What follows belongs to an exercise in optimizing a design on an open flow for small area, a short achievable clock period and few clock cycles; a production flow would make more cautious choices.
At most, simulation tests tie the RTL to the original design; equivalence was not proved.
The RTL of run 1 was laid out without a check of its function.

## flow/design.v (module list and top-level ports; edited modules follow where they fit)
// module complex_unit: 191 lines
// module mul_step: 909 lines
module complex_unit (
    input  logic          cpu_clk_i,
    input  logic          rst_i,
    input  logic          flush_i,
    input  logic          cu_valid_i,
    input  logic [2:0]    cu_opcode_i,
    input  logic [31:0]   cu_operand1_i,
    input  logic [31:0]   cu_operand2_i,
    output logic          busy_o,
    output logic [31:0]   result_o,
    output logic          wb_valid_o
);
  // ...
==> flow/run.sh <==
#!/bin/bash
# synth_recipe.tcl (not shown) runs the flow's synth.tcl, then flattens the netlist and writes it again
# the make line also repeats each setting of config.mk as NAME=value (left out here)
make -C /OpenROAD-flow-scripts/flow DESIGN_CONFIG=/design/flow/config.mk WORK_HOME=/design/flow/orfs CLKGATE_MAP_FILE= SYNTH_SCRIPT=/design/flow/synth_recipe.tcl finish
==> flow/config.mk <==
export PLATFORM = sky130hd
export DESIGN_NAME = complex_unit
export DESIGN_NICKNAME = complex_unit
export VERILOG_FILES = /design/flow/design.v
export SDC_FILE = /design/flow/constraint.sdc
export NUM_CORES = 4
export LEC_CHECK = 0
export CAP_MARGIN = 20
export CORE_MARGIN = 2
export CORE_UTILIZATION = 40
export SETUP_SLACK_MARGIN = 3.5
export SLEW_MARGIN = 20
==> flow/constraint.sdc <==
create_clock -name core_clock -period 10.0 [get_ports {cpu_clk_i}]
set_input_delay 2.0000 -clock core_clock [delete_from_list [all_inputs] [get_ports {cpu_clk_i}]]
set_output_delay 2.0000 -clock core_clock [all_outputs]
set_load 0.01 [all_outputs]
==> flow_summary.toml, run 1 <==
[detailed_routing]
wl_um = 107000
ant_nets = 0

[setup_path]
endpoint = "r_x[5]"
cp_slowest_stage_delay_ps = 630

[global_route]
grt_pass1_vias = 24665
use_met2_pct = 45.9
grt.busiest_layer = "met2"

[cells_and_area]
layout.area.seq_mm2 = 0.00322
nMultiInputCombCells = 2631
fin_util_pct = 44.9
diodes = 2
area_growth_pct = 11.3
final_area_mm2 = 0.0295
reg_top3 = "r_p (33), r_x (33), r_q (32)"
nonClkBufAreaFrac_pct = 7.36
fin_nets = 3891
fillers = 6656
layout-drive-gt1-share_pct = 8.94

[timing]
post-route-period-util_pct = 64.2
fmax_ghz = 0.156
hold_viol = 0

[logic_synthesis]
yosysMostFrequentCell = "inv_1"
synth.distinct_cells = 99
synth_fp_nets = 3858
synthSimpleGateAreaFrac_pct = 18.3
synth_compound_area_share_pct = 21.5

[hold_path]
hp-start = "r_cnt[3]"

[floorplan]
die_area_mm2 = 0.0683
die_y_um = 261

[clocking]
htreeDepth = 3
cts_root_buffer = "clkbuf_16"
clk_path_buf_depth = 2

[outcome]
status = "timing/DRC/antenna clean"
==> module mul_step, before the edit <==
module mul_step (
    input  logic [32:0] p,
    input  logic [32:0] x,
    input  logic [7:0]  d,
    output logic [40:0] s
);
    logic t1;
    logic t2;
    logic t3;
    logic t4;
    logic t5;
    logic t6;
    logic t7;
    logic t8;
    logic t9;
    logic t10;
    logic t11;
    logic t12;
    logic t13;
    logic t14;
    logic t15;
    logic t16;
    logic t17;
    logic t18;
    logic t19;
    logic t20;
    logic t21;
    logic t22;
    logic t23;
    logic t24;
    logic t25;
    logic t26;
    logic t27;
    logic t28;
    logic t29;
    logic t30;
    logic t31;
    logic t32;
    logic t33;
    logic t34;
    logic t35;
    logic t36;
    logic t37;
    logic t38;
    logic t39;
    logic t40;
    logic t41;
    logic t42;
    logic t43;
    logic t44;
    logic t45;
    logic t46;
    logic t47;
    logic t48;
    logic t49;
    logic t50;
    logic t51;
    logic t52;
    logic t53;
    logic t54;
    logic t55;
    logic t56;
    logic t57;
    logic t58;
    logic t59;
    logic t60;
    logic t61;
    logic t62;
    logic t63;
    logic t64;
    logic t65;
    logic t66;
    logic t67;
    logic t68;
    logic t69;
    logic t70;
    logic t71;
    logic t72;
    logic t73;
    logic t74;
    logic t75;
    logic t76;
    logic t77;
    logic t78;
    logic t79;
    logic t80;
    logic t81;
    logic t82;
    logic t83;
    logic t84;
    logic t85;
    logic t86;
    logic t87;
    logic t88;
    logic t89;
    logic t90;
    logic t91;
    logic t92;
    logic t93;
    logic t94;
    logic t95;
    logic t96;
    logic t97;
    logic t98;
    logic t99;
    logic t100;
    logic t101;
    logic t102;
    logic t103;
    logic t104;
    logic t105;
    logic t106;
    logic t107;
    logic t108;
    logic t109;
    logic t110;
    logic t111;
    logic t112;
    logic t113;
    logic t114;
    logic t115;
    logic t116;
    logic t117;
    logic t118;
    logic t119;
    logic t120;
    logic t121;
    logic t122;
    logic t123;
    logic t124;
    logic t125;
    logic t126;
    logic t127;
    logic t128;
    logic t129;
    logic t130;
    logic t131;
    logic t132;
    logic t133;
    logic t134;
    logic t135;
    logic t136;
    logic t137;
    logic t138;
    logic t139;
    logic t140;
    logic t141;
    logic t142;
    logic t143;
    logic t144;
    logic t145;
    logic t146;
    logic t147;
    logic t148;
    logic t149;
    logic t150;
    logic t151;
    logic t152;
    logic t153;
    logic t154;
    logic t155;
    logic t156;
    logic t157;
    logic t158;
    logic t159;
    logic t160;
    logic t161;
    logic t162;
    logic t163;
    logic t164;
    logic t165;
    logic t166;
    logic t167;
    logic t168;
    logic t169;
    logic t170;
    logic t171;
    logic t172;
    logic t173;
    logic t174;
    logic t175;
    logic t176;
    logic t177;
    logic t178;
    logic t179;
    logic t180;
    logic t181;
    logic t182;
    logic t183;
    logic t184;
    logic t185;
    logic t186;
    logic t187;
    logic t188;
    logic t189;
    logic t190;
    logic t191;
    logic t192;
    logic t193;
    logic t194;
    logic t195;
    logic t196;
    logic t197;
    logic t198;
    logic t199;
    logic t200;
    logic t201;
    logic t202;
    logic t203;
    logic t204;
    logic t205;
    logic t206;
    logic t207;
    logic t208;
    logic t209;
    logic t210;
    logic t211;
    logic t212;
    logic t213;
    logic t214;
    logic t215;
    logic t216;
    logic t217;
    logic t218;
    logic t219;
    logic t220;
    logic t221;
    logic t222;
    logic t223;
    logic t224;
    logic t225;
    logic t226;
    logic t227;
    logic t228;
    logic t229;
    logic t230;
    logic t231;
    logic t232;
    logic t233;
    logic t234;
    logic t235;
    logic t236;
    logic t237;
    logic t238;
    logic t239;
    logic t240;
    logic t241;
    logic t242;
    logic t243;
    logic t244;
    logic t245;
    logic t246;
    logic t247;
    logic t248;
    logic t249;
    logic t250;
    logic t251;
    logic t252;
    logic t253;
    logic t254;
    logic t255;
    logic t256;
    logic t257;
    logic t258;
    logic t259;
    logic t260;
    logic t261;
    logic t262;
    logic t263;
    logic t264;
    logic t265;
    logic t266;
    logic t267;
    logic t268;
    logic t269;
    logic t270;
    logic t271;
    logic t272;
    logic t273;
    logic t274;
    logic t275;
    logic t276;
    logic t277;
    logic t278;
    logic t279;
    logic t280;
    logic t281;
    logic t282;
    logic t283;
    logic t284;
    logic t285;
    logic t286;
    logic t287;
    logic t288;
    logic t289;
    logic t290;
    logic t291;
    logic t292;
    logic t293;
    logic t294;
    logic t295;
    logic t296;
    logic t297;
    logic t298;
    logic t299;
    logic t300;
    logic t301;
    logic t302;
    logic t303;
    logic t304;
    logic t305;
    logic t306;
    logic t307;
    logic t308;
    logic t309;
    logic t310;
    logic t311;
    logic t312;
    logic t313;
    logic t314;
    logic t315;
    logic t316;
    logic t317;
    logic t318;
    logic t319;
    logic t320;
    logic t321;
    logic t322;
    logic t323;
    logic t324;
    logic t325;
    logic t326;
    logic t327;
    logic t328;
    logic t329;
    logic t330;
    logic t331;
    logic t332;
    logic t333;
    logic t334;
    logic t335;
    logic t336;
    logic t337;
    logic t338;
    logic t339;
    logic t340;
    logic t341;
    logic t342;
    logic t343;
    logic t344;
    logic t345;
    logic t346;
    logic t347;
    logic t348;
    logic t349;
    logic t350;
    logic t351;
    logic t352;
    logic t353;
    logic t354;
    logic t355;
    logic t356;
    logic t357;
    logic t358;
    logic t359;
    logic t360;
    logic t361;
    logic t362;
    logic t363;
    logic t364;
    logic t365;
    logic t366;
    logic t367;
    logic t368;
    logic t369;
    logic t370;
    logic t371;
    logic t372;
    logic t373;
    logic t374;
    logic t375;
    logic t376;
    logic t377;
    logic t378;
    logic t379;
    logic t380;
    logic t381;
    logic t382;
    logic t383;
    logic t384;
    logic t385;
    logic t386;
    logic t387;
    logic t388;
    logic t389;
    logic t390;
    logic t391;
    logic t392;
    logic t393;
    logic t394;
    logic t395;
    logic t396;
    logic t397;
    logic t398;
    logic t399;
    logic t400;
    logic t401;
    logic t402;
    logic t403;
    logic t404;
    logic t405;
    logic t406;
    logic t407;
    logic t408;
    logic t409;
    logic t410;
    logic t411;
    logic t412;
    logic t413;
    logic t414;
    logic t415;
    logic t416;
    logic t417;
    logic t418;
    logic t419;
    logic t420;
    logic t421;
    logic t422;
    logic t423;
    logic t424;
    logic t425;
    logic t426;
    logic t427;
    logic t428;
    logic t429;
    logic t430;
    logic t431;
    logic t432;
    logic t433;
    logic t434;
    logic t435;
    logic t436;
    logic t437;
    logic t438;
    logic t439;
    logic t440;
    logic t441;
    logic t442;
    logic t443;
    logic t444;
    logic t445;
    logic t446;
    logic t447;
    logic t448;
    assign t1 = (x[5] & d[0]) ^ (x[4] & d[1]);
    assign t2 = (x[5] & d[0]) & (x[4] & d[1]);
    assign t3 = (x[6] & d[0]) ^ (x[5] & d[1]) ^ (x[4] & d[2]);
    assign t4 = ((x[6] & d[0]) & (x[5] & d[1])) | ((x[4] & d[2]) & ((x[6] & d[0]) ^ (x[5] & d[1])));
    assign t5 = (x[3] & d[3]) ^ (x[2] & d[4]);
    assign t6 = (x[3] & d[3]) & (x[2] & d[4]);
    assign t7 = (x[7] & d[0]) ^ (x[6] & d[1]) ^ (x[5] & d[2]);
    assign t8 = ((x[7] & d[0]) & (x[6] & d[1])) | ((x[5] & d[2]) & ((x[7] & d[0]) ^ (x[6] & d[1])));
    assign t9 = (x[4] & d[3]) ^ (x[3] & d[4]) ^ (x[2] & d[5]);
    assign t10 = ((x[4] & d[3]) & (x[3] & d[4])) | ((x[2] & d[5]) & ((x[4] & d[3]) ^ (x[3] & d[4])));
    assign t11 = (x[1] & d[6]) ^ (x[0] & d[7]);
    assign t12 = (x[1] & d[6]) & (x[0] & d[7]);
    assign t13 = (x[8] & d[0]) ^ (x[7] & d[1]) ^ (x[6] & d[2]);
    assign t14 = ((x[8] & d[0]) & (x[7] & d[1])) | ((x[6] & d[2]) & ((x[8] & d[0]) ^ (x[7] & d[1])));
    assign t15 = (x[5] & d[3]) ^ (x[4] & d[4]) ^ (x[3] & d[5]);
    assign t16 = ((x[5] & d[3]) & (x[4] & d[4])) | ((x[3] & d[5]) & ((x[5] & d[3]) ^ (x[4] & d[4])));
    assign t17 = (x[2] & d[6]) ^ (x[1] & d[7]) ^ p[8];
    assign t18 = ((x[2] & d[6]) & (x[1] & d[7])) | (p[8] & ((x[2] & d[6]) ^ (x[1] & d[7])));
    assign t19 = (x[9] & d[0]) ^ (x[8] & d[1]) ^ (x[7] & d[2]);
    assign t20 = ((x[9] & d[0]) & (x[8] & d[1])) | ((x[7] & d[2]) & ((x[9] & d[0]) ^ (x[8] & d[1])));
    assign t21 = (x[6] & d[3]) ^ (x[5] & d[4]) ^ (x[4] & d[5]);
    assign t22 = ((x[6] & d[3]) & (x[5] & d[4])) | ((x[4] & d[5]) & ((x[6] & d[3]) ^ (x[5] & d[4])));
    assign t23 = (x[3] & d[6]) ^ (x[2] & d[7]) ^ p[9];
    assign t24 = ((x[3] & d[6]) & (x[2] & d[7])) | (p[9] & ((x[3] & d[6]) ^ (x[2] & d[7])));
    assign t25 = (x[10] & d[0]) ^ (x[9] & d[1]) ^ (x[8] & d[2]);
    assign t26 = ((x[10] & d[0]) & (x[9] & d[1])) | ((x[8] & d[2]) & ((x[10] & d[0]) ^ (x[9] & d[1])));
    assign t27 = (x[7] & d[3]) ^ (x[6] & d[4]) ^ (x[5] & d[5]);
    assign t28 = ((x[7] & d[3]) & (x[6] & d[4])) | ((x[5] & d[5]) & ((x[7] & d[3]) ^ (x[6] & d[4])));
    assign t29 = (x[4] & d[6]) ^ (x[3] & d[7]) ^ p[10];
    assign t30 = ((x[4] & d[6]) & (x[3] & d[7])) | (p[10] & ((x[4] & d[6]) ^ (x[3] & d[7])));
    assign t31 = (x[11] & d[0]) ^ (x[10] & d[1]) ^ (x[9] & d[2]);
    assign t32 = ((x[11] & d[0]) & (x[10] & d[1])) | ((x[9] & d[2]) & ((x[11] & d[0]) ^ (x[10] & d[1])));
    assign t33 = (x[8] & d[3]) ^ (x[7] & d[4]) ^ (x[6] & d[5]);
    assign t34 = ((x[8] & d[3]) & (x[7] & d[4])) | ((x[6] & d[5]) & ((x[8] & d[3]) ^ (x[7] & d[4])));
    assign t35 = (x[5] & d[6]) ^ (x[4] & d[7]) ^ p[11];
    assign t36 = ((x[5] & d[6]) & (x[4] & d[7])) | (p[11] & ((x[5] & d[6]) ^ (x[4] & d[7])));
    assign t37 = (x[12] & d[0]) ^ (x[11] & d[1]) ^ (x[10] & d[2]);
    assign t38 = ((x[12] & d[0]) & (x[11] & d[1])) | ((x[10] & d[2]) & ((x[12] & d[0]) ^ (x[11] & d[1])));
    assign t39 = (x[9] & d[3]) ^ (x[8] & d[4]) ^ (x[7] & d[5]);
    assign t40 = ((x[9] & d[3]) & (x[8] & d[4])) | ((x[7] & d[5]) & ((x[9] & d[3]) ^ (x[8] & d[4])));
    assign t41 = (x[6] & d[6]) ^ (x[5] & d[7]) ^ p[12];
    assign t42 = ((x[6] & d[6]) & (x[5] & d[7])) | (p[12] & ((x[6] & d[6]) ^ (x[5] & d[7])));
    assign t43 = (x[13] & d[0]) ^ (x[12] & d[1]) ^ (x[11] & d[2]);
    assign t44 = ((x[13] & d[0]) & (x[12] & d[1])) | ((x[11] & d[2]) & ((x[13] & d[0]) ^ (x[12] & d[1])));
    assign t45 = (x[10] & d[3]) ^ (x[9] & d[4]) ^ (x[8] & d[5]);
    assign t46 = ((x[10] & d[3]) & (x[9] & d[4])) | ((x[8] & d[5]) & ((x[10] & d[3]) ^ (x[9] & d[4])));
    assign t47 = (x[7] & d[6]) ^ (x[6] & d[7]) ^ p[13];
    assign t48 = ((x[7] & d[6]) & (x[6] & d[7])) | (p[13] & ((x[7] & d[6]) ^ (x[6] & d[7])));
    assign t49 = (x[14] & d[0]) ^ (x[13] & d[1]) ^ (x[12] & d[2]);
    assign t50 = ((x[14] & d[0]) & (x[13] & d[1])) | ((x[12] & d[2]) & ((x[14] & d[0]) ^ (x[13] & d[1])));
    assign t51 = (x[11] & d[3]) ^ (x[10] & d[4]) ^ (x[9] & d[5]);
    assign t52 = ((x[11] & d[3]) & (x[10] & d[4])) | ((x[9] & d[5]) & ((x[11] & d[3]) ^ (x[10] & d[4])));
    assign t53 = (x[8] & d[6]) ^ (x[7] & d[7]) ^ p[14];
    assign t54 = ((x[8] & d[6]) & (x[7] & d[7])) | (p[14] & ((x[8] & d[6]) ^ (x[7] & d[7])));
    assign t55 = (x[15] & d[0]) ^ (x[14] & d[1]) ^ (x[13] & d[2]);
    assign t56 = ((x[15] & d[0]) & (x[14] & d[1])) | ((x[13] & d[2]) & ((x[15] & d[0]) ^ (x[14] & d[1])));
    assign t57 = (x[12] & d[3]) ^ (x[11] & d[4]) ^ (x[10] & d[5]);
    assign t58 = ((x[12] & d[3]) & (x[11] & d[4])) | ((x[10] & d[5]) & ((x[12] & d[3]) ^ (x[11] & d[4])));
    assign t59 = (x[9] & d[6]) ^ (x[8] & d[7]) ^ p[15];
    assign t60 = ((x[9] & d[6]) & (x[8] & d[7])) | (p[15] & ((x[9] & d[6]) ^ (x[8] & d[7])));
    assign t61 = (x[16] & d[0]) ^ (x[15] & d[1]) ^ (x[14] & d[2]);
    assign t62 = ((x[16] & d[0]) & (x[15] & d[1])) | ((x[14] & d[2]) & ((x[16] & d[0]) ^ (x[15] & d[1])));
    assign t63 = (x[13] & d[3]) ^ (x[12] & d[4]) ^ (x[11] & d[5]);
    assign t64 = ((x[13] & d[3]) & (x[12] & d[4])) | ((x[11] & d[5]) & ((x[13] & d[3]) ^ (x[12] & d[4])));
    assign t65 = (x[10] & d[6]) ^ (x[9] & d[7]) ^ p[16];
    assign t66 = ((x[10] & d[6]) & (x[9] & d[7])) | (p[16] & ((x[10] & d[6]) ^ (x[9] & d[7])));
    assign t67 = (x[17] & d[0]) ^ (x[16] & d[1]) ^ (x[15] & d[2]);
    assign t68 = ((x[17] & d[0]) & (x[16] & d[1])) | ((x[15] & d[2]) & ((x[17] & d[0]) ^ (x[16] & d[1])));
    assign t69 = (x[14] & d[3]) ^ (x[13] & d[4]) ^ (x[12] & d[5]);
    assign t70 = ((x[14] & d[3]) & (x[13] & d[4])) | ((x[12] & d[5]) & ((x[14] & d[3]) ^ (x[13] & d[4])));
    assign t71 = (x[11] & d[6]) ^ (x[10] & d[7]) ^ p[17];
    assign t72 = ((x[11] & d[6]) & (x[10] & d[7])) | (p[17] & ((x[11] & d[6]) ^ (x[10] & d[7])));
    assign t73 = (x[18] & d[0]) ^ (x[17] & d[1]) ^ (x[16] & d[2]);
    assign t74 = ((x[18] & d[0]) & (x[17] & d[1])) | ((x[16] & d[2]) & ((x[18] & d[0]) ^ (x[17] & d[1])));
    assign t75 = (x[15] & d[3]) ^ (x[14] & d[4]) ^ (x[13] & d[5]);
    assign t76 = ((x[15] & d[3]) & (x[14] & d[4])) | ((x[13] & d[5]) & ((x[15] & d[3]) ^ (x[14] & d[4])));
    assign t77 = (x[12] & d[6]) ^ (x[11] & d[7]) ^ p[18];
    assign t78 = ((x[12] & d[6]) & (x[11] & d[7])) | (p[18] & ((x[12] & d[6]) ^ (x[11] & d[7])));
    assign t79 = (x[19] & d[0]) ^ (x[18] & d[1]) ^ (x[17] & d[2]);
    assign t80 = ((x[19] & d[0]) & (x[18] & d[1])) | ((x[17] & d[2]) & ((x[19] & d[0]) ^ (x[18] & d[1])));
    assign t81 = (x[16] & d[3]) ^ (x[15] & d[4]) ^ (x[14] & d[5]);
    assign t82 = ((x[16] & d[3]) & (x[15] & d[4])) | ((x[14] & d[5]) & ((x[16] & d[3]) ^ (x[15] & d[4])));
    assign t83 = (x[13] & d[6]) ^ (x[12] & d[7]) ^ p[19];
    assign t84 = ((x[13] & d[6]) & (x[12] & d[7])) | (p[19] & ((x[13] & d[6]) ^ (x[12] & d[7])));
    assign t85 = (x[20] & d[0]) ^ (x[19] & d[1]) ^ (x[18] & d[2]);
    assign t86 = ((x[20] & d[0]) & (x[19] & d[1])) | ((x[18] & d[2]) & ((x[20] & d[0]) ^ (x[19] & d[1])));
    assign t87 = (x[17] & d[3]) ^ (x[16] & d[4]) ^ (x[15] & d[5]);
    assign t88 = ((x[17] & d[3]) & (x[16] & d[4])) | ((x[15] & d[5]) & ((x[17] & d[3]) ^ (x[16] & d[4])));
    assign t89 = (x[14] & d[6]) ^ (x[13] & d[7]) ^ p[20];
    assign t90 = ((x[14] & d[6]) & (x[13] & d[7])) | (p[20] & ((x[14] & d[6]) ^ (x[13] & d[7])));
    assign t91 = (x[21] & d[0]) ^ (x[20] & d[1]) ^ (x[19] & d[2]);
    assign t92 = ((x[21] & d[0]) & (x[20] & d[1])) | ((x[19] & d[2]) & ((x[21] & d[0]) ^ (x[20] & d[1])));
    assign t93 = (x[18] & d[3]) ^ (x[17] & d[4]) ^ (x[16] & d[5]);
    assign t94 = ((x[18] & d[3]) & (x[17] & d[4])) | ((x[16] & d[5]) & ((x[18] & d[3]) ^ (x[17] & d[4])));
    assign t95 = (x[15] & d[6]) ^ (x[14] & d[7]) ^ p[21];
    assign t96 = ((x[15] & d[6]) & (x[14] & d[7])) | (p[21] & ((x[15] & d[6]) ^ (x[14] & d[7])));
    assign t97 = (x[22] & d[0]) ^ (x[21] & d[1]) ^ (x[20] & d[2]);
    assign t98 = ((x[22] & d[0]) & (x[21] & d[1])) | ((x[20] & d[2]) & ((x[22] & d[0]) ^ (x[21] & d[1])));
    assign t99 = (x[19] & d[3]) ^ (x[18] & d[4]) ^ (x[17] & d[5]);
    assign t100 = ((x[19] & d[3]) & (x[18] & d[4])) | ((x[17] & d[5]) & ((x[19] & d[3]) ^ (x[18] & d[4])));
    assign t101 = (x[16] & d[6]) ^ (x[15] & d[7]) ^ p[22];
    assign t102 = ((x[16] & d[6]) & (x[15] & d[7])) | (p[22] & ((x[16] & d[6]) ^ (x[15] & d[7])));
    assign t103 = (x[23] & d[0]) ^ (x[22] & d[1]) ^ (x[21] & d[2]);
    assign t104 = ((x[23] & d[0]) & (x[22] & d[1])) | ((x[21] & d[2]) & ((x[23] & d[0]) ^ (x[22] & d[1])));
    assign t105 = (x[20] & d[3]) ^ (x[19] & d[4]) ^ (x[18] & d[5]);
    assign t106 = ((x[20] & d[3]) & (x[19] & d[4])) | ((x[18] & d[5]) & ((x[20] & d[3]) ^ (x[19] & d[4])));
    assign t107 = (x[17] & d[6]) ^ (x[16] & d[7]) ^ p[23];
    assign t108 = ((x[17] & d[6]) & (x[16] & d[7])) | (p[23] & ((x[17] & d[6]) ^ (x[16] & d[7])));
    assign t109 = (x[24] & d[0]) ^ (x[23] & d[1]) ^ (x[22] & d[2]);
    assign t110 = ((x[24] & d[0]) & (x[23] & d[1])) | ((x[22] & d[2]) & ((x[24] & d[0]) ^ (x[23] & d[1])));
    assign t111 = (x[21] & d[3]) ^ (x[20] & d[4]) ^ (x[19] & d[5]);
    assign t112 = ((x[21] & d[3]) & (x[20] & d[4])) | ((x[19] & d[5]) & ((x[21] & d[3]) ^ (x[20] & d[4])));
    assign t113 = (x[18] & d[6]) ^ (x[17] & d[7]) ^ p[24];
    assign t114 = ((x[18] & d[6]) & (x[17] & d[7])) | (p[24] & ((x[18] & d[6]) ^ (x[17] & d[7])));
    assign t115 = (x[25] & d[0]) ^ (x[24] & d[1]) ^ (x[23] & d[2]);
    assign t116 = ((x[25] & d[0]) & (x[24] & d[1])) | ((x[23] & d[2]) & ((x[25] & d[0]) ^ (x[24] & d[1])));
    assign t117 = (x[22] & d[3]) ^ (x[21] & d[4]) ^ (x[20] & d[5]);
    assign t118 = ((x[22] & d[3]) & (x[21] & d[4])) | ((x[20] & d[5]) & ((x[22] & d[3]) ^ (x[21] & d[4])));
    assign t119 = (x[19] & d[6]) ^ (x[18] & d[7]) ^ p[25];
    assign t120 = ((x[19] & d[6]) & (x[18] & d[7])) | (p[25] & ((x[19] & d[6]) ^ (x[18] & d[7])));
    assign t121 = (x[26] & d[0]) ^ (x[25] & d[1]) ^ (x[24] & d[2]);
    assign t122 = ((x[26] & d[0]) & (x[25] & d[1])) | ((x[24] & d[2]) & ((x[26] & d[0]) ^ (x[25] & d[1])));
    assign t123 = (x[23] & d[3]) ^ (x[22] & d[4]) ^ (x[21] & d[5]);
    assign t124 = ((x[23] & d[3]) & (x[22] & d[4])) | ((x[21] & d[5]) & ((x[23] & d[3]) ^ (x[22] & d[4])));
    assign t125 = (x[20] & d[6]) ^ (x[19] & d[7]) ^ p[26];
    assign t126 = ((x[20] & d[6]) & (x[19] & d[7])) | (p[26] & ((x[20] & d[6]) ^ (x[19] & d[7])));
    assign t127 = (x[27] & d[0]) ^ (x[26] & d[1]) ^ (x[25] & d[2]);
    assign t128 = ((x[27] & d[0]) & (x[26] & d[1])) | ((x[25] & d[2]) & ((x[27] & d[0]) ^ (x[26] & d[1])));
    assign t129 = (x[24] & d[3]) ^ (x[23] & d[4]) ^ (x[22] & d[5]);
    assign t130 = ((x[24] & d[3]) & (x[23] & d[4])) | ((x[22] & d[5]) & ((x[24] & d[3]) ^ (x[23] & d[4])));
    assign t131 = (x[21] & d[6]) ^ (x[20] & d[7]) ^ p[27];
    assign t132 = ((x[21] & d[6]) & (x[20] & d[7])) | (p[27] & ((x[21] & d[6]) ^ (x[20] & d[7])));
    assign t133 = (x[28] & d[0]) ^ (x[27] & d[1]) ^ (x[26] & d[2]);
    assign t134 = ((x[28] & d[0]) & (x[27] & d[1])) | ((x[26] & d[2]) & ((x[28] & d[0]) ^ (x[27] & d[1])));
    assign t135 = (x[25] & d[3]) ^ (x[24] & d[4]) ^ (x[23] & d[5]);
    assign t136 = ((x[25] & d[3]) & (x[24] & d[4])) | ((x[23] & d[5]) & ((x[25] & d[3]) ^ (x[24] & d[4])));
    assign t137 = (x[22] & d[6]) ^ (x[21] & d[7]) ^ p[28];
    assign t138 = ((x[22] & d[6]) & (x[21] & d[7])) | (p[28] & ((x[22] & d[6]) ^ (x[21] & d[7])));
    assign t139 = (x[29] & d[0]) ^ (x[28] & d[1]) ^ (x[27] & d[2]);
    assign t140 = ((x[29] & d[0]) & (x[28] & d[1])) | ((x[27] & d[2]) & ((x[29] & d[0]) ^ (x[28] & d[1])));
    assign t141 = (x[26] & d[3]) ^ (x[25] & d[4]) ^ (x[24] & d[5]);
    assign t142 = ((x[26] & d[3]) & (x[25] & d[4])) | ((x[24] & d[5]) & ((x[26] & d[3]) ^ (x[25] & d[4])));
    assign t143 = (x[23] & d[6]) ^ (x[22] & d[7]) ^ p[29];
    assign t144 = ((x[23] & d[6]) & (x[22] & d[7])) | (p[29] & ((x[23] & d[6]) ^ (x[22] & d[7])));
    assign t145 = (x[30] & d[0]) ^ (x[29] & d[1]) ^ (x[28] & d[2]);
    assign t146 = ((x[30] & d[0]) & (x[29] & d[1])) | ((x[28] & d[2]) & ((x[30] & d[0]) ^ (x[29] & d[1])));
    assign t147 = (x[27] & d[3]) ^ (x[26] & d[4]) ^ (x[25] & d[5]);
    assign t148 = ((x[27] & d[3]) & (x[26] & d[4])) | ((x[25] & d[5]) & ((x[27] & d[3]) ^ (x[26] & d[4])));
    assign t149 = (x[24] & d[6]) ^ (x[23] & d[7]) ^ p[30];
    assign t150 = ((x[24] & d[6]) & (x[23] & d[7])) | (p[30] & ((x[24] & d[6]) ^ (x[23] & d[7])));
    assign t151 = (x[31] & d[0]) ^ (x[30] & d[1]) ^ (x[29] & d[2]);
    assign t152 = ((x[31] & d[0]) & (x[30] & d[1])) | ((x[29] & d[2]) & ((x[31] & d[0]) ^ (x[30] & d[1])));
    assign t153 = (x[28] & d[3]) ^ (x[27] & d[4]) ^ (x[26] & d[5]);
    assign t154 = ((x[28] & d[3]) & (x[27] & d[4])) | ((x[26] & d[5]) & ((x[28] & d[3]) ^ (x[27] & d[4])));
    assign t155 = (x[25] & d[6]) ^ (x[24] & d[7]) ^ p[31];
    assign t156 = ((x[25] & d[6]) & (x[24] & d[7])) | (p[31] & ((x[25] & d[6]) ^ (x[24] & d[7])));
    assign t157 = (x[31] & d[1]) ^ (x[30] & d[2]) ^ (x[29] & d[3]);
    assign t158 = ((x[31] & d[1]) & (x[30] & d[2])) | ((x[29] & d[3]) & ((x[31] & d[1]) ^ (x[30] & d[2])));
    assign t159 = (x[28] & d[4]) ^ (x[27] & d[5]) ^ (x[26] & d[6]);
    assign t160 = ((x[28] & d[4]) & (x[27] & d[5])) | ((x[26] & d[6]) & ((x[28] & d[4]) ^ (x[27] & d[5])));
    assign t161 = (x[25] & d[7]) ^ ~(x[32] & d[0]) ^ ~p[32];
    assign t162 = ((x[25] & d[7]) & ~(x[32] & d[0])) | (~p[32] & ((x[25] & d[7]) ^ ~(x[32] & d[0])));
    assign t163 = (x[31] & d[2]) ^ (x[30] & d[3]) ^ (x[29] & d[4]);
    assign t164 = ((x[31] & d[2]) & (x[30] & d[3])) | ((x[29] & d[4]) & ((x[31] & d[2]) ^ (x[30] & d[3])));
    assign t165 = (x[28] & d[5]) ^ (x[27] & d[6]) ^ (x[26] & d[7]);
    assign t166 = ((x[28] & d[5]) & (x[27] & d[6])) | ((x[26] & d[7]) & ((x[28] & d[5]) ^ (x[27] & d[6])));
    assign t167 = (x[31] & d[3]) ^ (x[30] & d[4]) ^ (x[29] & d[5]);
    assign t168 = ((x[31] & d[3]) & (x[30] & d[4])) | ((x[29] & d[5]) & ((x[31] & d[3]) ^ (x[30] & d[4])));
    assign t169 = (x[3] & d[0]) ^ (x[2] & d[1]);
    assign t170 = (x[3] & d[0]) & (x[2] & d[1]);
    assign t171 = (x[4] & d[0]) ^ (x[3] & d[1]) ^ (x[2] & d[2]);
    assign t172 = ((x[4] & d[0]) & (x[3] & d[1])) | ((x[2] & d[2]) & ((x[4] & d[0]) ^ (x[3] & d[1])));
    assign t173 = (x[1] & d[3]) ^ (x[0] & d[4]);
    assign t174 = (x[1] & d[3]) & (x[0] & d[4]);
    assign t175 = (x[3] & d[2]) ^ (x[2] & d[3]) ^ (x[1] & d[4]);
    assign t176 = ((x[3] & d[2]) & (x[2] & d[3])) | ((x[1] & d[4]) & ((x[3] & d[2]) ^ (x[2] & d[3])));
    assign t177 = (x[0] & d[5]) ^ p[5] ^ t1;
    assign t178 = ((x[0] & d[5]) & p[5]) | (t1 & ((x[0] & d[5]) ^ p[5]));
    assign t179 = (x[1] & d[5]) ^ (x[0] & d[6]) ^ p[6];
    assign t180 = ((x[1] & d[5]) & (x[0] & d[6])) | (p[6] & ((x[1] & d[5]) ^ (x[0] & d[6])));
    assign t181 = t3 ^ t5 ^ t2;
    assign t182 = (t3 & t5) | (t2 & (t3 ^ t5));
    assign t183 = p[7] ^ t7 ^ t9;
    assign t184 = (p[7] & t7) | (t9 & (p[7] ^ t7));
    assign t185 = t11 ^ t4 ^ t6;
    assign t186 = (t11 & t4) | (t6 & (t11 ^ t4));
    assign t187 = t13 ^ t15 ^ t17;
    assign t188 = (t13 & t15) | (t17 & (t13 ^ t15));
    assign t189 = t8 ^ t10 ^ t12;
    assign t190 = (t8 & t10) | (t12 & (t8 ^ t10));
    assign t191 = t19 ^ t21 ^ t23;
    assign t192 = (t19 & t21) | (t23 & (t19 ^ t21));
    assign t193 = t14 ^ t16 ^ t18;
    assign t194 = (t14 & t16) | (t18 & (t14 ^ t16));
    assign t195 = t25 ^ t27 ^ t29;
    assign t196 = (t25 & t27) | (t29 & (t25 ^ t27));
    assign t197 = t20 ^ t22 ^ t24;
    assign t198 = (t20 & t22) | (t24 & (t20 ^ t22));
    assign t199 = t31 ^ t33 ^ t35;
    assign t200 = (t31 & t33) | (t35 & (t31 ^ t33));
    assign t201 = t26 ^ t28 ^ t30;
    assign t202 = (t26 & t28) | (t30 & (t26 ^ t28));
    assign t203 = t37 ^ t39 ^ t41;
    assign t204 = (t37 & t39) | (t41 & (t37 ^ t39));
    assign t205 = t32 ^ t34 ^ t36;
    assign t206 = (t32 & t34) | (t36 & (t32 ^ t34));
    assign t207 = t43 ^ t45 ^ t47;
    assign t208 = (t43 & t45) | (t47 & (t43 ^ t45));
    assign t209 = t38 ^ t40 ^ t42;
    assign t210 = (t38 & t40) | (t42 & (t38 ^ t40));
    assign t211 = t49 ^ t51 ^ t53;
    assign t212 = (t49 & t51) | (t53 & (t49 ^ t51));
    assign t213 = t44 ^ t46 ^ t48;
    assign t214 = (t44 & t46) | (t48 & (t44 ^ t46));
    assign t215 = t55 ^ t57 ^ t59;
    assign t216 = (t55 & t57) | (t59 & (t55 ^ t57));
    assign t217 = t50 ^ t52 ^ t54;
    assign t218 = (t50 & t52) | (t54 & (t50 ^ t52));
    assign t219 = t61 ^ t63 ^ t65;
    assign t220 = (t61 & t63) | (t65 & (t61 ^ t63));
    assign t221 = t56 ^ t58 ^ t60;
    assign t222 = (t56 & t58) | (t60 & (t56 ^ t58));
    assign t223 = t67 ^ t69 ^ t71;
    assign t224 = (t67 & t69) | (t71 & (t67 ^ t69));
    assign t225 = t62 ^ t64 ^ t66;
    assign t226 = (t62 & t64) | (t66 & (t62 ^ t64));
    assign t227 = t73 ^ t75 ^ t77;
    assign t228 = (t73 & t75) | (t77 & (t73 ^ t75));
    assign t229 = t68 ^ t70 ^ t72;
    assign t230 = (t68 & t70) | (t72 & (t68 ^ t70));
    assign t231 = t79 ^ t81 ^ t83;
    assign t232 = (t79 & t81) | (t83 & (t79 ^ t81));
    assign t233 = t74 ^ t76 ^ t78;
    assign t234 = (t74 & t76) | (t78 & (t74 ^ t76));
    assign t235 = t85 ^ t87 ^ t89;
    assign t236 = (t85 & t87) | (t89 & (t85 ^ t87));
    assign t237 = t80 ^ t82 ^ t84;
    assign t238 = (t80 & t82) | (t84 & (t80 ^ t82));
    assign t239 = t91 ^ t93 ^ t95;
    assign t240 = (t91 & t93) | (t95 & (t91 ^ t93));
    assign t241 = t86 ^ t88 ^ t90;
    assign t242 = (t86 & t88) | (t90 & (t86 ^ t88));
    assign t243 = t97 ^ t99 ^ t101;
    assign t244 = (t97 & t99) | (t101 & (t97 ^ t99));
    assign t245 = t92 ^ t94 ^ t96;
    assign t246 = (t92 & t94) | (t96 & (t92 ^ t94));
    assign t247 = t103 ^ t105 ^ t107;
    assign t248 = (t103 & t105) | (t107 & (t103 ^ t105));
    assign t249 = t98 ^ t100 ^ t102;
    assign t250 = (t98 & t100) | (t102 & (t98 ^ t100));
    assign t251 = t109 ^ t111 ^ t113;
    assign t252 = (t109 & t111) | (t113 & (t109 ^ t111));
    assign t253 = t104 ^ t106 ^ t108;
    assign t254 = (t104 & t106) | (t108 & (t104 ^ t106));
    assign t255 = t115 ^ t117 ^ t119;
    assign t256 = (t115 & t117) | (t119 & (t115 ^ t117));
    assign t257 = t110 ^ t112 ^ t114;
    assign t258 = (t110 & t112) | (t114 & (t110 ^ t112));
    assign t259 = t121 ^ t123 ^ t125;
    assign t260 = (t121 & t123) | (t125 & (t121 ^ t123));
    assign t261 = t116 ^ t118 ^ t120;
    assign t262 = (t116 & t118) | (t120 & (t116 ^ t118));
    assign t263 = t127 ^ t129 ^ t131;
    assign t264 = (t127 & t129) | (t131 & (t127 ^ t129));
    assign t265 = t122 ^ t124 ^ t126;
    assign t266 = (t122 & t124) | (t126 & (t122 ^ t124));
    assign t267 = t133 ^ t135 ^ t137;
    assign t268 = (t133 & t135) | (t137 & (t133 ^ t135));
    assign t269 = t128 ^ t130 ^ t132;
    assign t270 = (t128 & t130) | (t132 & (t128 ^ t130));
    assign t271 = t139 ^ t141 ^ t143;
    assign t272 = (t139 & t141) | (t143 & (t139 ^ t141));
    assign t273 = t134 ^ t136 ^ t138;
    assign t274 = (t134 & t136) | (t138 & (t134 ^ t136));
    assign t275 = t145 ^ t147 ^ t149;
    assign t276 = (t145 & t147) | (t149 & (t145 ^ t147));
    assign t277 = t140 ^ t142 ^ t144;
    assign t278 = (t140 & t142) | (t144 & (t140 ^ t142));
    assign t279 = t151 ^ t153 ^ t155;
    assign t280 = (t151 & t153) | (t155 & (t151 ^ t153));
    assign t281 = t146 ^ t148 ^ t150;
    assign t282 = (t146 & t148) | (t150 & (t146 ^ t148));
    assign t283 = t157 ^ t159 ^ t161;
    assign t284 = (t157 & t159) | (t161 & (t157 ^ t159));
    assign t285 = t152 ^ t154 ^ t156;
    assign t286 = (t152 & t154) | (t156 & (t152 ^ t154));
    assign t287 = ~(x[32] & d[1]) ^ t163 ^ t165;
    assign t288 = (~(x[32] & d[1]) & t163) | (t165 & (~(x[32] & d[1]) ^ t163));
    assign t289 = t158 ^ t160 ^ t162;
    assign t290 = (t158 & t160) | (t162 & (t158 ^ t160));
    assign t291 = (x[28] & d[6]) ^ (x[27] & d[7]) ^ ~(x[32] & d[2]);
    assign t292 = ((x[28] & d[6]) & (x[27] & d[7])) | (~(x[32] & d[2]) & ((x[28] & d[6]) ^ (x[27] & d[7])));
    assign t293 = t167 ^ t164 ^ t166;
    assign t294 = (t167 & t164) | (t166 & (t167 ^ t164));
    assign t295 = (x[31] & d[4]) ^ (x[30] & d[5]) ^ (x[29] & d[6]);
    assign t296 = ((x[31] & d[4]) & (x[30] & d[5])) | ((x[29] & d[6]) & ((x[31] & d[4]) ^ (x[30] & d[5])));
    assign t297 = (x[28] & d[7]) ^ ~(x[32] & d[3]) ^ t168;
    assign t298 = ((x[28] & d[7]) & ~(x[32] & d[3])) | (t168 & ((x[28] & d[7]) ^ ~(x[32] & d[3])));
    assign t299 = (x[31] & d[5]) ^ (x[30] & d[6]) ^ (x[29] & d[7]);
    assign t300 = ((x[31] & d[5]) & (x[30] & d[6])) | ((x[29] & d[7]) & ((x[31] & d[5]) ^ (x[30] & d[6])));
    assign t301 = (x[2] & d[0]) ^ (x[1] & d[1]);
    assign t302 = (x[2] & d[0]) & (x[1] & d[1]);
    assign t303 = (x[1] & d[2]) ^ (x[0] & d[3]) ^ p[3];
    assign t304 = ((x[1] & d[2]) & (x[0] & d[3])) | (p[3] & ((x[1] & d[2]) ^ (x[0] & d[3])));
    assign t305 = p[4] ^ t171 ^ t173;
    assign t306 = (p[4] & t171) | (t173 & (p[4] ^ t171));
    assign t307 = t175 ^ t177 ^ t172;
    assign t308 = (t175 & t177) | (t172 & (t175 ^ t177));
    assign t309 = t179 ^ t181 ^ t176;
    assign t310 = (t179 & t181) | (t176 & (t179 ^ t181));
    assign t311 = t183 ^ t185 ^ t180;
    assign t312 = (t183 & t185) | (t180 & (t183 ^ t185));
    assign t313 = t187 ^ t189 ^ t184;
    assign t314 = (t187 & t189) | (t184 & (t187 ^ t189));
    assign t315 = t191 ^ t193 ^ t188;
    assign t316 = (t191 & t193) | (t188 & (t191 ^ t193));
    assign t317 = t195 ^ t197 ^ t192;
    assign t318 = (t195 & t197) | (t192 & (t195 ^ t197));
    assign t319 = t199 ^ t201 ^ t196;
    assign t320 = (t199 & t201) | (t196 & (t199 ^ t201));
    assign t321 = t203 ^ t205 ^ t200;
    assign t322 = (t203 & t205) | (t200 & (t203 ^ t205));
    assign t323 = t207 ^ t209 ^ t204;
    assign t324 = (t207 & t209) | (t204 & (t207 ^ t209));
    assign t325 = t211 ^ t213 ^ t208;
    assign t326 = (t211 & t213) | (t208 & (t211 ^ t213));
    assign t327 = t215 ^ t217 ^ t212;
    assign t328 = (t215 & t217) | (t212 & (t215 ^ t217));
    assign t329 = t219 ^ t221 ^ t216;
    assign t330 = (t219 & t221) | (t216 & (t219 ^ t221));
    assign t331 = t223 ^ t225 ^ t220;
    assign t332 = (t223 & t225) | (t220 & (t223 ^ t225));
    assign t333 = t227 ^ t229 ^ t224;
    assign t334 = (t227 & t229) | (t224 & (t227 ^ t229));
    assign t335 = t231 ^ t233 ^ t228;
    assign t336 = (t231 & t233) | (t228 & (t231 ^ t233));
    assign t337 = t235 ^ t237 ^ t232;
    assign t338 = (t235 & t237) | (t232 & (t235 ^ t237));
    assign t339 = t239 ^ t241 ^ t236;
    assign t340 = (t239 & t241) | (t236 & (t239 ^ t241));
    assign t341 = t243 ^ t245 ^ t240;
    assign t342 = (t243 & t245) | (t240 & (t243 ^ t245));
    assign t343 = t247 ^ t249 ^ t244;
    assign t344 = (t247 & t249) | (t244 & (t247 ^ t249));
    assign t345 = t251 ^ t253 ^ t248;
    assign t346 = (t251 & t253) | (t248 & (t251 ^ t253));
    assign t347 = t255 ^ t257 ^ t252;
    assign t348 = (t255 & t257) | (t252 & (t255 ^ t257));
    assign t349 = t259 ^ t261 ^ t256;
    assign t350 = (t259 & t261) | (t256 & (t259 ^ t261));
    assign t351 = t263 ^ t265 ^ t260;
    assign t352 = (t263 & t265) | (t260 & (t263 ^ t265));
    assign t353 = t267 ^ t269 ^ t264;
    assign t354 = (t267 & t269) | (t264 & (t267 ^ t269));
    assign t355 = t271 ^ t273 ^ t268;
    assign t356 = (t271 & t273) | (t268 & (t271 ^ t273));
    assign t357 = t275 ^ t277 ^ t272;
    assign t358 = (t275 & t277) | (t272 & (t275 ^ t277));
    assign t359 = t279 ^ t281 ^ t276;
    assign t360 = (t279 & t281) | (t276 & (t279 ^ t281));
    assign t361 = t283 ^ t285 ^ t280;
    assign t362 = (t283 & t285) | (t280 & (t283 ^ t285));
    assign t363 = t287 ^ t289 ^ t284;
    assign t364 = (t287 & t289) | (t284 & (t287 ^ t289));
    assign t365 = t291 ^ t293 ^ t288;
    assign t366 = (t291 & t293) | (t288 & (t291 ^ t293));
    assign t367 = t295 ^ t297 ^ t292;
    assign t368 = (t295 & t297) | (t292 & (t295 ^ t297));
    assign t369 = ~(x[32] & d[4]) ^ t299 ^ t296;
    assign t370 = (~(x[32] & d[4]) & t299) | (t296 & (~(x[32] & d[4]) ^ t299));
    assign t371 = (x[31] & d[6]) ^ (x[30] & d[7]) ^ ~(x[32] & d[5]);
    assign t372 = ((x[31] & d[6]) & (x[30] & d[7])) | (~(x[32] & d[5]) & ((x[31] & d[6]) ^ (x[30] & d[7])));
    assign t373 = (x[1] & d[0]) ^ (x[0] & d[1]);
    assign t374 = (x[1] & d[0]) & (x[0] & d[1]);
    assign t375 = (x[0] & d[2]) ^ p[2] ^ t301;
    assign t376 = ((x[0] & d[2]) & p[2]) | (t301 & ((x[0] & d[2]) ^ p[2]));
    assign t377 = t169 ^ t303 ^ t302;
    assign t378 = (t169 & t303) | (t302 & (t169 ^ t303));
    assign t379 = t170 ^ t305 ^ t304;
    assign t380 = (t170 & t305) | (t304 & (t170 ^ t305));
    assign t381 = t174 ^ t307 ^ t306;
    assign t382 = (t174 & t307) | (t306 & (t174 ^ t307));
    assign t383 = t178 ^ t309 ^ t308;
    assign t384 = (t178 & t309) | (t308 & (t178 ^ t309));
    assign t385 = t182 ^ t311 ^ t310;
    assign t386 = (t182 & t311) | (t310 & (t182 ^ t311));
    assign t387 = t186 ^ t313 ^ t312;
    assign t388 = (t186 & t313) | (t312 & (t186 ^ t313));
    assign t389 = t190 ^ t315 ^ t314;
    assign t390 = (t190 & t315) | (t314 & (t190 ^ t315));
    assign t391 = t194 ^ t317 ^ t316;
    assign t392 = (t194 & t317) | (t316 & (t194 ^ t317));
    assign t393 = t198 ^ t319 ^ t318;
    assign t394 = (t198 & t319) | (t318 & (t198 ^ t319));
    assign t395 = t202 ^ t321 ^ t320;
    assign t396 = (t202 & t321) | (t320 & (t202 ^ t321));
    assign t397 = t206 ^ t323 ^ t322;
    assign t398 = (t206 & t323) | (t322 & (t206 ^ t323));
    assign t399 = t210 ^ t325 ^ t324;
    assign t400 = (t210 & t325) | (t324 & (t210 ^ t325));
    assign t401 = t214 ^ t327 ^ t326;
    assign t402 = (t214 & t327) | (t326 & (t214 ^ t327));
    assign t403 = t218 ^ t329 ^ t328;
    assign t404 = (t218 & t329) | (t328 & (t218 ^ t329));
    assign t405 = t222 ^ t331 ^ t330;
    assign t406 = (t222 & t331) | (t330 & (t222 ^ t331));
    assign t407 = t226 ^ t333 ^ t332;
    assign t408 = (t226 & t333) | (t332 & (t226 ^ t333));
    assign t409 = t230 ^ t335 ^ t334;
    assign t410 = (t230 & t335) | (t334 & (t230 ^ t335));
    assign t411 = t234 ^ t337 ^ t336;
    assign t412 = (t234 & t337) | (t336 & (t234 ^ t337));
    assign t413 = t238 ^ t339 ^ t338;
    assign t414 = (t238 & t339) | (t338 & (t238 ^ t339));
    assign t415 = t242 ^ t341 ^ t340;
    assign t416 = (t242 & t341) | (t340 & (t242 ^ t341));
    assign t417 = t246 ^ t343 ^ t342;
    assign t418 = (t246 & t343) | (t342 & (t246 ^ t343));
    assign t419 = t250 ^ t345 ^ t344;
    assign t420 = (t250 & t345) | (t344 & (t250 ^ t345));
    assign t421 = t254 ^ t347 ^ t346;
    assign t422 = (t254 & t347) | (t346 & (t254 ^ t347));
    assign t423 = t258 ^ t349 ^ t348;
    assign t424 = (t258 & t349) | (t348 & (t258 ^ t349));
    assign t425 = t262 ^ t351 ^ t350;
    assign t426 = (t262 & t351) | (t350 & (t262 ^ t351));
    assign t427 = t266 ^ t353 ^ t352;
    assign t428 = (t266 & t353) | (t352 & (t266 ^ t353));
    assign t429 = t270 ^ t355 ^ t354;
    assign t430 = (t270 & t355) | (t354 & (t270 ^ t355));
    assign t431 = t274 ^ t357 ^ t356;
    assign t432 = (t274 & t357) | (t356 & (t274 ^ t357));
    assign t433 = t278 ^ t359 ^ t358;
    assign t434 = (t278 & t359) | (t358 & (t278 ^ t359));
    assign t435 = t282 ^ t361 ^ t360;
    assign t436 = (t282 & t361) | (t360 & (t282 ^ t361));
    assign t437 = t286 ^ t363 ^ t362;
    assign t438 = (t286 & t363) | (t362 & (t286 ^ t363));
    assign t439 = t290 ^ t365 ^ t364;
    assign t440 = (t290 & t365) | (t364 & (t290 ^ t365));
    assign t441 = t294 ^ t367 ^ t366;
    assign t442 = (t294 & t367) | (t366 & (t294 ^ t367));
    assign t443 = t298 ^ t369 ^ t368;
    assign t444 = (t298 & t369) | (t368 & (t298 ^ t369));
    assign t445 = t300 ^ t371 ^ t370;
    assign t446 = (t300 & t371) | (t370 & (t300 ^ t371));
    assign t447 = (x[31] & d[7]) ^ ~(x[32] & d[6]) ^ t372;
    assign t448 = ((x[31] & d[7]) & ~(x[32] & d[6])) | (t372 & ((x[31] & d[7]) ^ ~(x[32] & d[6])));
    logic [40:0] ra, rb;
    assign ra = {1'b1, ~(x[32] & d[7]), t447, t445, t443, t441, t439, t437, t435, t433, t431, t429, t427, t425, t423, t421, t419, t417, t415, t413, t411, t409, t407, t405, t403, t401, t399, t397, t395, t393, t391, t389, t387, t385, t383, t381, t379, t377, t375, p[1], (x[0] & d[0])};
    assign rb = {1'b0, t448, t446, t444, t442, t440, t438, t436, t434, t432, t430, t428, t426, t424, t422, t420, t418, t416, t414, t412, t410, t408, t406, t404, t402, t400, t398, t396, t394, t392, t390, t388, t386, t384, t382, t380, t378, t376, t374, t373, p[0]};
    logic [41:0] sum;
    assign sum = {1'b0, ra} + {1'b0, rb};
    assign s = sum[40:0];
endmodule
==> inputs of run 2 (changes only) <==
--- a/flow/design.v
+++ b/flow/design.v
@@ -1095,6 +1095,28 @@
     assign ra = {1'b1, ~(x[32] & d[7]), t447, t445, t443, t441, t439, t437, t435, t433, t431, t429, t427, t425, t423, t421, t419, t417, t415, t413, t411, t409, t407, t405, t403, t401, t399, t397, t395, t393, t391, t389, t387, t385, t383, t381, t379, t377, t375, p[1], (x[0] & d[0])};
     assign rb = {1'b0, t448, t446, t444, t442, t440, t438, t436, t434, t432, t430, t428, t426, t424, t422, t420, t418, t416, t414, t412, t410, t408, t406, t404, t402, t400, t398, t396, t394, t392, t390, t388, t386, t384, t382, t380, t378, t376, t374, t373, p[0]};
     logic [41:0] sum;
-    assign sum = {1'b0, ra} + {1'b0, rb};
+    assign sum = bk_add41(ra, rb, 1'b0);
     assign s = sum[40:0];
+    function automatic logic [41:0] bk_add41(input logic [40:0] a, input logic [40:0] b,
+                                             input logic cin);
+        logic [41:0] g, p, gg, pp;
+        g[0] = cin; p[0] = 1'b0;
+        for (int i = 0; i < 41; i++) begin
+            g[i+1] = a[i] & b[i];
+            p[i+1] = a[i] ^ b[i];
+        end
+        gg = g; pp = p;
+        for (int d = 1; d <= 41; d = d * 2)
+            for (int i = 2*d - 1; i <= 41; i = i + 2*d) begin
+                gg[i] = gg[i] | (pp[i] & gg[i-d]);
+                pp[i] = pp[i] & pp[i-d];
+            end
+        for (int d = 64; d >= 1; d = d / 2)
+            for (int i = 3*d - 1; i <= 41; i = i + 2*d) begin
+                gg[i] = gg[i] | (pp[i] & gg[i-d]);
+                pp[i] = pp[i] & pp[i-d];
+            end
+        for (int i = 0; i < 41; i++) bk_add41[i] = p[i+1] ^ gg[i];
+        bk_add41[41] = gg[41];
+    endfunction
 endmodule
--- a/flow/config.mk
+++ b/flow/config.mk
@@ -8,5 +8,5 @@
 export CAP_MARGIN = 20
 export CORE_MARGIN = 2
 export CORE_UTILIZATION = 40
-export SETUP_SLACK_MARGIN = 3.5
+export SETUP_SLACK_MARGIN = 4
 export SLEW_MARGIN = 20
==> flow_summary.toml, run 2 <==
[cells_and_area]
area_growth_pct = 19.0
final_common_cell = "nand2_1"
layout-drive-gt1-share_pct = 15.1
fin_cells = 4021
reg_top3 = "r_p (33), r_x (33), r_q (32)"
fin_nets = 3668
most-common-layout-cells = "nand2_1, inv_1, fa_1, nor2_1, a21oi_1"
fillers = 5904

[setup_path]
slowest_stage = "edfxtp_1"
cp_slowest_stage_delay_ps = 500
cp_common_cell = "o21ai_2"
worstPathRequired_ps = 10160
crit_fanout = 8
worstPathArrival_ps = 6660
reg2reg_slack_ps = 3500
worstSetupEndpointType = "flop"
critPathLaunchType = "flop"
path_class = "flop to flop"
worst_r2r_path_depth = 29

[timing]
grt_setup_unrepaired = "true"
hold_slack_ps = 489
final_max_slew_viol_count = 0
period_minus_slack_ps = 6500
tns_ps = 0
fmax_ghz = 0.154
setup_viol = 0
slew_headroom_pct = 23.7
hold_viol = 0
worstMarginPinSlew_ps = 1130
skew_ps = 20.2
post-route-period-util_pct = 65.0

[flow_run]
max-cap-violations = 0

[global_route]
grt_pass1_vias = 24394
overflow = 0
antenna_found_initial = 4
grt_usage_pct = 33.7
grt_first_pass_wirelength_um = 161000
grt_max_degree = 74

[hold_path]
hold_depth = 2
hold_path_class = "flop to flop"

[logic_synthesis]
yosysTopAreaCellShare_pct = 21.6
synth_area_leaders = "fa_1, edfxtp_1, ha_1, nand2_1, inv_1"
synth_commonest_cells = "nand2_1, inv_1, fa_1, nor2_1, a21oi_1"
ys_ff_latch = 110
ys_seq_area_share_pct = 12.9
synth.yosys.warnings = 2
syn_area_mm2 = 0.0250
syn_avg_cell_area_um2 = 8.22
synth.largest_area_cell = "fa_1"
synth.distinct_cells = 84
synth_ff_type = "edfxtp_1"
synth-edff-count = 102
synth_fp_nets = 3539
synth_cells = 3047
yosysMostFrequentCell = "nand2_1"
synthArstFlopShare_pct = 0

[detailed_routing]
drt_first_iter_violations = 3354
wl_um = 112000
viasPerCell = 6.27
wl_per_cell_um = 27.9
route.detailed.drc = 0
dr.pass1.iters = 7
vias = 25220
ant_nets = 0

[clocking]
clock_sinks = 110
htreeDepth = 3
cts_buffers = 9
cts_hold_buf = 0
cts_tree = "done"
clk_path_buf_depth = 2
cts_root_buffer = "clkbuf_16"
clk_pin_slew_ps = 90
clock_latency_ps = 400

[floorplan]
die_area_mm2 = 0.0646
ios = 105
core-area_mm2 = 0.0618
die_w_um = 254
die_y_um = 254
rows = 91
initial_core_util_pct = 40.5

[outcome]
status = "timing/DRC/antenna clean"

[placement]
post-dp-hpwl_um = 81800
place.gp.congestion = 1.00
port_buffers = 104
placedCellCount = 3827
[run 2: cell count changes after synthesis, moves of 18 or more]
cell,previous run,this run
a21oi_1,287,209
a221oi_1,11,31
fa_1,251,270
inv_1,415,299
nor2_1,288,248
o211ai_1,23,44
o221ai_1,29,11
[run 2: through the flow]
| stage | setup slack [ps] | utilization, % | cell area, um2 |
|---|---|---|---|
| final | 3500 | 48.2 | 29800 |
| after global routing | 3390 | 48.2 | 29800 |
| after CTS | 3660 | 46.8 | 28900 |
| after detailed placement | 2240 | 43.4 | 26800 |
| after global placement | 2500 | 43.3 | 26800 |
| after floorplan | 3800 | - | 25200 |
[run 2: worst paths after layout]
path / start / endpoint
max: r_x[1] / r_p[5]
min: r_cnt[3] / r_cnt[3]
max reg2reg: r_x[1] / r_p[5]
min reg2reg: r_cnt[3] / r_cnt[3]
[run 2: what timing repair did]
item	4_1_cts	5_1_grt
endpoints found under the setup margin	103	83
setup buffers	120	41
gates resized for setup	195	88
cloned	9	5
pin swaps	48	38
[run 2: cell type report]
cell class	instances	area [um2]	share of cell area [%]
diodes	3	7.51	0.0252
clock inverters	7	81.3	0.273
multi-input cells	2429	20900	70.2
well taps	837	1050	3.51
inverters	304	1160	3.89
repair buffers	322	3130	10.5
flip-flops and latches	110	3220	10.8
clock buffers	9	225	0.756
[run 2: cells by family after synthesis]
| family | share of synthesized area [%] |
|---|---|
| DFF | 12.9 |
| AOI/OAI and AO/OA | 20.1 |
| xor gates and xnor gates | 5.32 |
| and+or+nand+nor | 17.5 |
| buffers and inverters | 7.98 |
| adders and majority gates | 29.1 |
| muxes | 7.14 |
[run 2: critical path: cells and delay by family (launching register included)]
family,cells,cell delay (ps)
DFF,1,500
adders and majority gates,3,890
AOI/OAI and AO/OA,15,2800
buffers and inverters,3,470
muxes,1,340
and+or+nand+nor,7,1240
[run 2: routing by layer]
layer | part of all wire [%] | global-route usage (%)
met5 | 0 | 0
met4 | 6.0 | 16.1
met3 | 12 | 8.07
met2 | 42 | 49.6
met1 | 40 | 46.4
Testbench counts of run 2, summed over its fixed seeds: cycles 12,772.
==> inputs of run 3 (changes only) <==
--- a/flow/config.mk
+++ b/flow/config.mk
@@ -8,5 +8,5 @@
 export CAP_MARGIN = 20
 export CORE_MARGIN = 2
 export CORE_UTILIZATION = 40
-export SETUP_SLACK_MARGIN = 4
+export SETUP_SLACK_MARGIN = 4.5
 export SLEW_MARGIN = 20
==> flow_summary.toml, run 3 <==
[logic_synthesis]
ys_ff_latch = 110
synth-edff-count = 102
ys_seq_area_share_pct = 12.9
syn_avg_cell_area_um2 = 8.22
synth.largest_area_cell = "fa_1"
synth.distinct_cells = 84
synth_ff_type = "edfxtp_1"
syn_area_mm2 = 0.0250
synth.yosys.warnings = 2
synth_cells = 3047
yosysMostFrequentCell = "nand2_1"
synth_area_leaders = "fa_1, edfxtp_1, ha_1, nand2_1, inv_1"
synth_fp_nets = 3539
yosysTopAreaCellShare_pct = 21.6
synthArstFlopShare_pct = 0
synth_commonest_cells = "nand2_1, inv_1, fa_1, nor2_1, a21oi_1"

[clocking]
clock_latency_ps = 400
clk_path_buf_depth = 2
htreeDepth = 3
cts_hold_buf = 0
clock_sinks = 110
cts_buffers = 9
cts_root_buffer = "clkbuf_16"
clk_pin_slew_ps = 100
cts_tree = "done"

[timing]
period_minus_slack_ps = 6390
grt_setup_unrepaired = "true"
setup_viol = 0
fmax_ghz = 0.157
slew_headroom_pct = 29.8
worstMarginPinSlew_ps = 1040
final_max_slew_viol_count = 0
tns_ps = 0
hold_viol = 0
skew_ps = 9.75
post-route-period-util_pct = 63.9
fin_ws_ps = 3610

[setup_path]
cp.buffers_inverters = 4
worstSetupEndpointType = "flop"
cp_slowest_stage_delay_ps = 470
crit_fanout = 5
worstPathRequired_ps = 10260
path_class = "flop to flop"
cp_top_family = "compound AO/OA/AOI/OAI gates"
critPathLaunchType = "flop"
worstPathArrival_ps = 6640
cp_common_cell = "buf_6"
slowest_stage = "edfxtp_1"

[floorplan]
initial_core_util_pct = 40.5
rows = 91
die_area_mm2 = 0.0646
die_w_um = 254
core-area_mm2 = 0.0618
die_y_um = 254
ios = 105

[cells_and_area]
final_area_mm2 = 0.0303
fin_util_pct = 48.9
fillers = 5914
diodes = 0
reg_top3 = "r_p (33), r_x (33), r_q (32)"
fin_nets = 3687
area_growth_pct = 20.8
layout-drive-gt1-share_pct = 17.4
final_common_cell = "nand2_1"
most-common-layout-cells = "nand2_1, inv_1, fa_1, nor2_1, buf_4"

[detailed_routing]
viasPerCell = 6.28
wl_met1_um = 43300
dr.pass1.iters = 8
route.met3.wl_um = 11900
routed-wl-met2_um = 45800
drt_first_iter_violations = 3221
wl_um = 108000
route.detailed.drc = 0
vias = 25335
top_layer_used = "met4"
ant_nets = 0
wl_per_cell_um = 26.7

[placement]
preCtsSetupSlack_ps = 2350
post-dp-hpwl_um = 79100
place_area_mm2 = 0.0269
port_buffers = 104
place.gp.congestion = 1.01

[global_route]
grt_usage_pct = 32.5
antenna_found_initial = 0
overflow = 0
grt_max_degree = 74
grt_pass1_vias = 24364
grt_first_pass_wirelength_um = 157000

[hold_path]
hold_path_class = "flop to flop"

[flow_run]
max-cap-violations = 0

[outcome]
status = "timing/DRC/antenna clean"
run 3: cell counts after synthesis:
No cell type changed its count.
run 3: cells by family (layout without fill, tap and decap cells):
group / count (synthesis) / in the layout / synth area share (%)
compound gates: 774 / 774 / 20.1
xor+xnor: 152 / 153 / 5.32
fa+ha+maj: 421 / 421 / 29.1
buf+inv: 514 / 661 / 7.98
flops: 110 / 110 / 12.9
mux: 161 / 161 / 7.14
simple gates: 915 / 920 / 17.5
run 3: tightest hold or removal path, cell delays in order (launching register included):
cell     delay (ps)
dfxtp_1         340
nand2_1          60
a21oi_1          50
run 3: cell type report:
type	count	area (um2)	area share [%]
repair buffers	341	3280	10.8
flip-flops and latches	110	3220	10.7
multi-input cells	2429	21200	70.2
clock inverters	7	86.3	0.285
well taps	837	1050	3.46
clock buffers	9	225	0.744
inverters	304	1170	3.85
run 3: worst paths after layout:
| check | from | endpoint | slack (ps) | cells past startpoint |
|---|---|---|---|---|
| setup reg to reg | r_p[1] | r_p[14] | 3610 | 30 |
| hold / removal | r_cnt[3] | r_cnt[3] | 490 | 2 |
| setup / recovery | r_p[1] | r_p[14] | 3610 | 30 |
| hold reg to reg | r_cnt[3] | r_cnt[3] | 490 | 2 |
run 3: per-layer routing:
layer | vias up | GRT usage [%]
li1 | 10962 | -
met1 | 12536 | 44.6
met2 | 1562 | 47.8
met3 | 275 | 7.25
met4 | 0 | 16.7
met5 | - | 0
run 3: stage by stage:
stage / std cells / hold WS, ps
after CTS: 3983 / 488
after global routing: 4037 / 505
final: 4037 / 487
after global placement: 3830 / 468
after detailed placement: 3830 / 475
after floorplan: 3047 / 449
run 3: repair_timing:
action / 4_1_cts / 5_1_grt
cloned: 11 / 2
pin swaps: 75 / 60
setup endpoints to repair: 125 / 118
buffers inserted: 126 / 52
resized for setup: 257 / 146

afterwards: timing with drivers on the ports:
The results above use ideal ports. As a check the final layouts listed here were re-extracted and re-timed, cells and wires unchanged.
Step 1: set_driving_cell puts a clkbuf_16 on cpu_clk_i and a buf_2 on each other input, an assumption about the parent block.
Step 2 adds t to the input delays and takes it off the output delays; t is the mean of the earliest and latest rising clock arrival at the registers after step 1. Input paths then give back, and output paths get back, about the clock's delay inside the block.
a / b / c = ideal ports / drivers / drivers and shift; a / b = the first two.
run	t (ns)	slack for setup (ns)	hold slack, ns	worst setup path after step 2
run 1	0.446	3.583 / 3.583 / 3.191	0.491 / 0.491 / 0.491	input to register
run 2	0.437	3.502 / 3.502 / 3.377	0.489 / 0.489 / 0.489	input to register
run 3	0.448	3.614 / 3.614 / 3.281	0.487 / 0.487 / 0.487	input to register
After both steps setup and hold are still met in every run listed. For run 1, which loses most, drivers alone change the setup slack by 0.000 ns; drivers and shift together by -0.392 ns.
